This is an optimization exercise on Yosys and OpenROAD, whose aim is small area, a short achievable clock period and few clock cycles per item, not a production implementation.
The RTL was checked by simulation tests, not by an equivalence proof against the original design.

$ cat design/flow/config.mk
export PLATFORM = sky130hd
export DESIGN_NAME = nn_top
export DESIGN_NICKNAME = nn_top
export VERILOG_FILES = /design/flow/design.v
export SDC_FILE = /design/flow/constraint.sdc
export NUM_CORES = 4
export LEC_CHECK = 0
export CAP_MARGIN = 20
export CORE_MARGIN = 2
export CORE_UTILIZATION = 40
export SLEW_MARGIN = 20
$ cat design/flow/constraint.sdc
create_clock -name core_clock -period 12.0 [get_ports {clk}]
set_input_delay 2.4000 -clock core_clock [delete_from_list [all_inputs] [get_ports {clk}]]
set_output_delay 2.4000 -clock core_clock [all_outputs]
set_load 0.01 [all_outputs]
$ cat design/flow/design.v
package nn_num_pkg;
    localparam int WORD_BITS = 16;
    localparam int FRAC_BITS = 8;
    localparam int INPUTS = 4;
    localparam int HIDDEN = 3;
    localparam int INPUT_IDX_BITS = $clog2(INPUTS);   
    typedef struct packed {
        logic                 sign;
        logic [WORD_BITS-2:0] body;
    } fix_fields_s;
    typedef union packed {
        logic signed [WORD_BITS-1:0] value;   
        fix_fields_s                 fields;
    } fix_word_u;
endpackage
package nn_seq_pkg;
    localparam int STEP_BITS = 2;
    localparam logic [STEP_BITS-1:0] LAST_WORD = 2'd3;
endpackage
`timescale 1ns/1ps
import nn_num_pkg::*;
import nn_seq_pkg::*;
module sample_loader (
    input  logic                 clk,
    input  logic                 rst_n,
    input  logic                 in_valid_d,
    output logic [STEP_BITS-1:0] step,           
    output logic                 sample_ready    
);
    always_ff @(posedge clk or negedge rst_n) begin
        if (!rst_n) begin
            step         <= '0;
            sample_ready <= 1'b0;
        end else begin
            sample_ready <= in_valid_d && (step == LAST_WORD);
            if (in_valid_d) begin
                step <= step + 1'b1;
            end
        end
    end
endmodule
`timescale 1ns/1ps
import nn_num_pkg::*;
module weight_loader (
    input  logic                                                                   clk,
    input  logic                                                                   rst_n,
    input  logic                                                                   in_valid_w1,
    input  logic [nn_num_pkg::WORD_BITS-1:0]                                                weight1,
    input  logic                                                                   in_valid_w2,
    input  logic [nn_num_pkg::WORD_BITS-1:0]                                                weight2,
    output logic [nn_num_pkg::HIDDEN-1:0][nn_num_pkg::INPUTS-1:0][nn_num_pkg::WORD_BITS-1:0] w1,
    output logic [nn_num_pkg::HIDDEN-1:0][nn_num_pkg::WORD_BITS-1:0]                 w2
);
    always_ff @(posedge clk or negedge rst_n) begin
        if (!rst_n) begin
            for (int j = 0; j < HIDDEN; j++) begin
                for (int k = 0; k < INPUTS; k++) begin
                    w1[j][k] <= '0;
                end
            end
        end else if (in_valid_w1) begin
            for (int j = 0; j < HIDDEN; j++) begin
                for (int k = 0; k < INPUTS - 1; k++) begin
                    w1[j][k] <= w1[j][k+1];
                end
                if (j < HIDDEN - 1) begin
                    w1[j][INPUTS-1] <= w1[j+1][0];
                end
            end
            w1[HIDDEN-1][INPUTS-1] <= weight1;
        end
    end
    always_ff @(posedge clk or negedge rst_n) begin
        if (!rst_n) begin
            for (int j = 0; j < HIDDEN; j++) begin
                w2[j] <= '0;
            end
        end else if (in_valid_w2) begin
            for (int j = 0; j < HIDDEN - 1; j++) begin
                w2[j] <= w2[j+1];
            end
            w2[HIDDEN-1] <= weight2;   
        end
    end
endmodule
`timescale 1ns/1ps
import nn_num_pkg::*;
import nn_seq_pkg::*;
module forward_engine (
    input  logic                                                                   clk,
    input  logic                                                                   rst_n,
    input  logic                                                                   in_valid_d,
    input  logic [nn_num_pkg::WORD_BITS-1:0]                                       data_point,
    input  logic [nn_seq_pkg::STEP_BITS-1:0]                                       step,
    input  logic                                                                   sample_ready,
    input  logic [nn_num_pkg::HIDDEN-1:0][nn_num_pkg::INPUTS-1:0][nn_num_pkg::WORD_BITS-1:0] w1,
    input  logic [nn_num_pkg::HIDDEN-1:0][nn_num_pkg::WORD_BITS-1:0]                 w2,
    output logic                                                                   out_valid,
    output logic [nn_num_pkg::WORD_BITS-1:0]                                       out
);
    logic [HIDDEN-1:0][WORD_BITS-1:0] acc;    
    logic [HIDDEN-1:0][WORD_BITS-1:0] prod;   
    function automatic logic signed [WORD_BITS-1:0] fix_mul(
        input logic signed [WORD_BITS-1:0] a,
        input logic signed [WORD_BITS-1:0] b
    );
        logic signed [2*WORD_BITS-1:0] p;
        p       = a * b;
        fix_mul = WORD_BITS'(p >>> FRAC_BITS);
    endfunction
    function automatic logic [WORD_BITS-1:0] relu(input logic [WORD_BITS-1:0] h);
        relu = h[WORD_BITS-1] ? '0 : h;
    endfunction
    always_comb begin
        for (int j = 0; j < HIDDEN; j++) begin
            if (sample_ready) begin
                prod[j] = fix_mul(relu(acc[j]), w2[j]);
            end else begin
                prod[j] = fix_mul(data_point, w1[j][step]);
            end
        end
    end
    always_ff @(posedge clk) begin
        if (in_valid_d) begin
            for (int j = 0; j < HIDDEN; j++) begin
                acc[j] <= ((step == '0) ? '0 : acc[j]) + prod[j];
            end
        end
    end
    always_ff @(posedge clk or negedge rst_n) begin
        if (!rst_n) begin
            out_valid <= 1'b0;
            out       <= '0;
        end else if (sample_ready) begin
            out_valid <= 1'b1;
            out       <= prod[0] + prod[1] + prod[2];
        end else begin
            out_valid <= 1'b0;
            out       <= '0;
        end
    end
endmodule
`timescale 1ns/1ps
import nn_num_pkg::*;
import nn_seq_pkg::*;
module nn_top (
    input  logic        clk,
    input  logic        rst_n,
    input  logic        in_valid_d,
    input  logic        in_valid_w1,
    input  logic        in_valid_w2,
    input  logic [15:0] data_point,
    input  logic [15:0] weight1,
    input  logic [15:0] weight2,
    output logic        out_valid,
    output logic [15:0] out
);
    logic [STEP_BITS-1:0]                         step;
    logic                                         sample_ready;
    logic [HIDDEN-1:0][INPUTS-1:0][WORD_BITS-1:0] w1;
    logic [HIDDEN-1:0][WORD_BITS-1:0]             w2;
    sample_loader sample_loader_i (
        .clk          (clk),
        .rst_n        (rst_n),
        .in_valid_d   (in_valid_d),
        .step         (step),
        .sample_ready (sample_ready)
    );
    weight_loader weight_loader_i (
        .clk         (clk),
        .rst_n       (rst_n),
        .in_valid_w1 (in_valid_w1),
        .weight1     (weight1),
        .in_valid_w2 (in_valid_w2),
        .weight2     (weight2),
        .w1          (w1),
        .w2          (w2)
    );
    forward_engine forward_engine_i (
        .clk          (clk),
        .rst_n        (rst_n),
        .in_valid_d   (in_valid_d),
        .data_point   (data_point),
        .step         (step),
        .sample_ready (sample_ready),
        .w1           (w1),
        .w2           (w2),
        .out_valid    (out_valid),
        .out          (out)
    );
endmodule
$ cat design/flow/run.sh
#!/bin/bash
# synth_recipe.tcl (not shown) runs the flow's synth.tcl, then flattens the netlist and writes it again
# the make line also repeats each setting of config.mk as NAME=value (left out here)
make -C /OpenROAD-flow-scripts/flow DESIGN_CONFIG=/design/flow/config.mk WORK_HOME=/design/flow/orfs CLKGATE_MAP_FILE= SYNTH_SCRIPT=/design/flow/synth_recipe.tcl finish
==> metrics.sh <==
STATUS='complete, no violations'
PLACEMENT_ROWS=140
CP_COMMON_CELL='sky130_fd_sc_hd__fa_1'
MAX_SLEW.WORST_PIN.SLEW_NS=1.11
YOSYS_WARNINGS=3
HTREE_NUM_LEVELS=2
MIN-DELAY-START='weight_loader_i.w1[14]$_DFFE_PN0P_'
PLACE.DETAILED.HPWL_UM=115000
LAYOUT_OVERHEAD_ON_THE_SYNTHESIZED_AREA_PCT=7.03
MIN_PERIOD_OVER_PERIOD_PCT=89.3
FINAL_NET_COUNT=7635
POST_DRT_WL_PER_CELL_UM=18.0
GLOBAL_ROUTE.OVERFLOW_TOTAL=0
SYN-NUM-NETS=7707
GRT_PASS1_VIAS=43100
POSTSYNTH.TOPFLOPCELL='sky130_fd_sc_hd__dfrtp_1'
ANT_NETS=0
FLOORPLAN.DIE.WIDTH_UM=386
POST_CTS.REPAIR.SETUP_BUFFERS=0
CRIT-REG2REG-LAUNCH='sample_loader_i.step[0]$_DFFE_PN0P_'
CTS.REPORTEDPATHS.CLKPINSLEW_NS=0.06
CRIT_PATH_START='data_point[5]'
GPL.FINAL_WEIGHTED_CONGESTION=0.861
CLOCK_TREE.ROOT_CELL='sky130_fd_sc_hd__clkbuf_16'
SYNTH_EDF_COUNT=48
CTS_MAX_PATH_BUFFERS=3
DRIVE_ABOVE_1_SHARE_PCT=8.48
GRT_FIRST_PASS_WIRELENGTH_UM=237000
DETAILEDROUTE.FIRSTITERATIONVIOLATIONS=2010
CRIT_PATH_END_KIND='flop'
CORE_AREA_SQ_MM=0.145
ROUTED_VIA_DENSITY=4.94
SLEW_HEADROOM_PCT=25.5
GRT_MAX_DEGREE=172
SETUP-TNS-FINAL_NS=0
WORSTHOLDPATHTYPE='flop to flop'
FILLERINSTANCES=14100
DIE_AREA_SQ_MM=0.149
NETLIST_INSTANCES=6086
CELL_WITH_THE_LARGEST_STAGE_DELAY_ON_THE_WORST_PATH='sky130_fd_sc_hd__a221oi_1'
SHARE_OF_SYNTHESIZED_AREA_OCCUPIED_BY_FLIP_FLOPS_AND_LATCHES_PCT=13.6
WORST_EP_ARRIVAL_TIME_NS=11.22
CTS-BUFFERS-INSERTED=41
DRT_PASS1_ITERATIONS=6
ANTENNA_FOUND_INITIAL=6
FLOORPLAN.IO_PINS=70
MAPPEDNETLISTAREA_SQ_MM=0.0584
FLOORPLAN.INITIALDENSITY_PCT=40.2
HOLD_VIOL_FINAL=0
CRITPATHMAXSTAGEDELAY_NS=0.57
SYNTH.AVG_CELL_AREA_SQ_UM=9.60
TRITONCTS='yes'
FINALCLOCKSKEW_NS=0.0377
FINAL-INSTANCE-COUNT-EXCL-FILL=7965
SYNTH.DISTINCT_CELLS=77
NUMPORTBUFFERS=69
NUMBER_OF_MAX_CAP_VIOLATIONS=0
WORSTSKEWPAIRLATENCY_NS=0.62
FINALMAXSLEWVIOLATIONS=0
WORSTREGTOREGCELLS=34
CTS.HOLD.BUFFERS_ADDED=0
FINALWIRELENGTH_UM=143000
RSZ0062_AT_GRT='false'
HOLD-WORST-SLACK_NS=0.504
POST-ROUTE-MIN-PERIOD_NS=10.71
GR-USAGE-ALL-LAYERS_PCT=20.2
NUM_VIAS=39300
HOLD_DEPTH=1
PLACE_INST=7888
SYNTH-SEQ-CELLS=308
MAX_FREQ_MHz=93.4
SETUP.WORST_PATH.START_CLASS='input pin'
SETUP_VIOL=0
TIMING_WORST_SETUP_PATH_TYPE='input pin to flop'
SYNTHARSTFLOPSHARE_PCT=84.4
CRITPATHMAXFANOUT=24
DRC_ERRORS=0
DIEHEIGHT_UM=386
TIMING.CRITICAL_PATH.REQUIRED_NS=12.51
NUMBER_OF_GATES_GIVEN_A_NEW_DRIVE_STRENGTH_AFTER_CTS=0
CTS_SINKS=308
==> state kept, by name, summed over array words and instances (netlist names) <==
name / flops
weight_loader_i.w1: 192
forward_engine_i.acc: 48
weight_loader_i.w2: 48
forward_engine_i.out: 16
sample_loader_i.step: 2
forward_engine_i.out_valid: 1
sample_loader_i.sample_ready: 1
==> cell usage in the layout (no fill, tap or decap), types with 7 or more instances in the layout <==
| master | netlist | routed |
|---|---|---|
| sky130_fd_sc_hd__clkdlybuf4s50_1 | 0 | 56 |
| sky130_fd_sc_hd__mux4_2 | 45 | 45 |
| sky130_fd_sc_hd__dfrtp_1 | 260 | 257 |
| sky130_fd_sc_hd__and3_1 | 11 | 11 |
| sky130_fd_sc_hd__clkbuf_16 | 0 | 42 |
| sky130_fd_sc_hd__xor2_1 | 64 | 64 |
| sky130_fd_sc_hd__inv_1 | 1414 | 1414 |
| sky130_fd_sc_hd__nor3_1 | 23 | 23 |
| sky130_fd_sc_hd__nand2_1 | 745 | 745 |
| sky130_fd_sc_hd__nor2_1 | 101 | 101 |
| sky130_fd_sc_hd__fa_1 | 1060 | 1060 |
| sky130_fd_sc_hd__nand3_1 | 17 | 17 |
| sky130_fd_sc_hd__mux2i_1 | 9 | 9 |
| sky130_fd_sc_hd__nor2b_2 | 0 | 13 |
| sky130_fd_sc_hd__a211oi_1 | 9 | 9 |
| sky130_fd_sc_hd__xnor2_1 | 182 | 182 |
| sky130_fd_sc_hd__nor2b_1 | 107 | 94 |
| sky130_fd_sc_hd__clkbuf_1 | 244 | 7 |
| sky130_fd_sc_hd__a31o_2 | 9 | 9 |
| sky130_fd_sc_hd__o21ai_0 | 34 | 34 |
| sky130_fd_sc_hd__o21bai_1 | 16 | 16 |
| sky130_fd_sc_hd__buf_4 | 1 | 74 |
| sky130_fd_sc_hd__a21oi_1 | 83 | 83 |
| sky130_fd_sc_hd__and2_1 | 596 | 596 |
| sky130_fd_sc_hd__buf_2 | 7 | 11 |
| sky130_fd_sc_hd__mux2_2 | 255 | 255 |
| sky130_fd_sc_hd__o21a_1 | 24 | 24 |
| sky130_fd_sc_hd__or2_2 | 10 | 10 |
| sky130_fd_sc_hd__o21ai_1 | 15 | 14 |
| sky130_fd_sc_hd__edfxtp_1 | 48 | 48 |
| sky130_fd_sc_hd__nand2b_1 | 38 | 38 |
| sky130_fd_sc_hd__or3_1 | 7 | 7 |
| sky130_fd_sc_hd__ha_1 | 508 | 507 |
| sky130_fd_sc_hd__and4_1 | 7 | 7 |
| sky130_fd_sc_hd__nand4_1 | 7 | 7 |
| sky130_fd_sc_hd__a21o_1 | 36 | 36 |
==> through the flow <==
stage | setup slack [ns] | util (%) | cell area, sq um
after floorplan | 1.34 | - | 58400
after global placement | 0.778 | 42.0 | 61100
after detailed placement | 0.669 | 42.1 | 61100
after CTS | 1.31 | 43.0 | 62500
after global routing | 0.806 | 43.0 | 62500
final | 1.29 | 43.0 | 62500
==> layout make-up <==
type	instances	area [sq um]	share of cell area, %
multi-input combinational	4097	44200	70.6
sequential	308	7950	12.7
inverter	1418	5320	8.51
tap	1917	2400	3.84
timing repair buffer	148	1300	2.08
clock buffer	53	1130	1.81
clock inverter	22	240	0.384
antenna	2	5.00	0.00801
==> worst paths after layout <==
path | end | slack [ns]
worst min register to register | weight_loader_i.w1[14]$_DFFE_PN0P_ | 0.50
worst max-delay path | forward_engine_i.out[15]$_DFF_PN0_ | 1.29
min in group asynchronous | weight_loader_i.w1[79]$_DFFE_PN0P_ | 1.77
max in group asynchronous | weight_loader_i.w1[128]$_DFFE_PN0P_ | 8.80
worst max register to register | forward_engine_i.out[15]$_DFF_PN0_ | 1.81
worst min-delay path | weight_loader_i.w1[14]$_DFFE_PN0P_ | 0.50
==> kinds of logic (layout without fill, tap and decap cells) <==
kind of cell,count (synthesis),count (layout),share of synthesized area [%]
AND/OR/NAND/NOR,1687,1687,14.4
XOR/XNOR,248,248,3.77
multiplexers,310,310,6.82
flip-flops,308,308,13.6
other,0,2,0
AO/OA/AOI/OAI,284,284,3.29
adder cells (fa/ha/maj),1568,1568,47.2
buffers and inverters,1681,1641,10.8
==> layer usage <==
metal	share of wire, %	track usage (%)	vias to the layer above
met4	2.6	4.90	0
li1	-	-	18000
met1	44	27.2	20400
met5	0	0	-
met3	4.0	2.09	169
met2	49	34.8	751
==> cells in the mapped netlist (9+ instances only) <==
cell	number	area, sq um
sky130_fd_sc_hd__a21oi_1	83	415
sky130_fd_sc_hd__or2_2	10	62.6
sky130_fd_sc_hd__ha_1	508	6360
sky130_fd_sc_hd__clkbuf_1	244	916
sky130_fd_sc_hd__edfxtp_1	48	1440
sky130_fd_sc_hd__a211oi_1	9	67.6
sky130_fd_sc_hd__o21ai_1	15	75.1
sky130_fd_sc_hd__fa_1	1060	21200
sky130_fd_sc_hd__xnor2_1	182	1590
sky130_fd_sc_hd__o21bai_1	16	120
sky130_fd_sc_hd__mux4_2	45	1010
sky130_fd_sc_hd__and3_1	11	68.8
sky130_fd_sc_hd__nor2_1	101	379
sky130_fd_sc_hd__dfrtp_1	260	6510
sky130_fd_sc_hd__nor2b_1	107	669
sky130_fd_sc_hd__and2_1	596	3730
sky130_fd_sc_hd__a21o_1	36	270
sky130_fd_sc_hd__o21a_1	24	180
sky130_fd_sc_hd__o21ai_0	34	170
sky130_fd_sc_hd__buf_1	9	33.8
sky130_fd_sc_hd__inv_1	1414	5310
sky130_fd_sc_hd__nor3_1	23	115
sky130_fd_sc_hd__nand2_1	745	2800
sky130_fd_sc_hd__mux2_2	255	2870
sky130_fd_sc_hd__nand2b_1	38	238
sky130_fd_sc_hd__mux2i_1	9	90.1
sky130_fd_sc_hd__a31o_2	9	78.8
sky130_fd_sc_hd__nand3_1	17	85.1
sky130_fd_sc_hd__xor2_1	64	561
==> critical path, delay by kind of cell <==
family	cells	cell delay, ns
XOR/XNOR	3	0.54
buffers and inverters	6	0.78
multiplexers	1	0.19
AND/OR/NAND/NOR	6	1.25
adder cells (fa/ha/maj)	9	3.88
AO/OA/AOI/OAI	8	2.13
Testbench counts, summed over its fixed seeds: cycles 8,008, items 1,600.

port drivers added, routing unchanged:
How much do the figures lean on ideal ports? The routed layout below was timed once more, with nothing changed but the port constraints. Step 1 (the two cells are an assumption about what drives the block):
set clk [get_ports {clk}]
set_driving_cell -lib_cell sky130_fd_sc_hd__clkbuf_16 $clk
set_driving_cell -lib_cell sky130_fd_sc_hd__buf_2 [delete_from_list [all_inputs] $clk]
Step 2 moves the port delays by t, midway between the first and last clock arrival at a register: inputs arrive t later, outputs are due t later. That takes back most of the time a late clock gives input paths. Three values: ideal, step 1, step 2; two values: the first two.
t (ns): 0.668
slack for setup (ns): 1.289 / 1.314 / 0.646
worst setup path after step 2: input to register
After both steps this run still meets setup and hold. For this run, drivers alone change the setup slack by +0.025 ns; drivers and shift together by -0.643 ns.
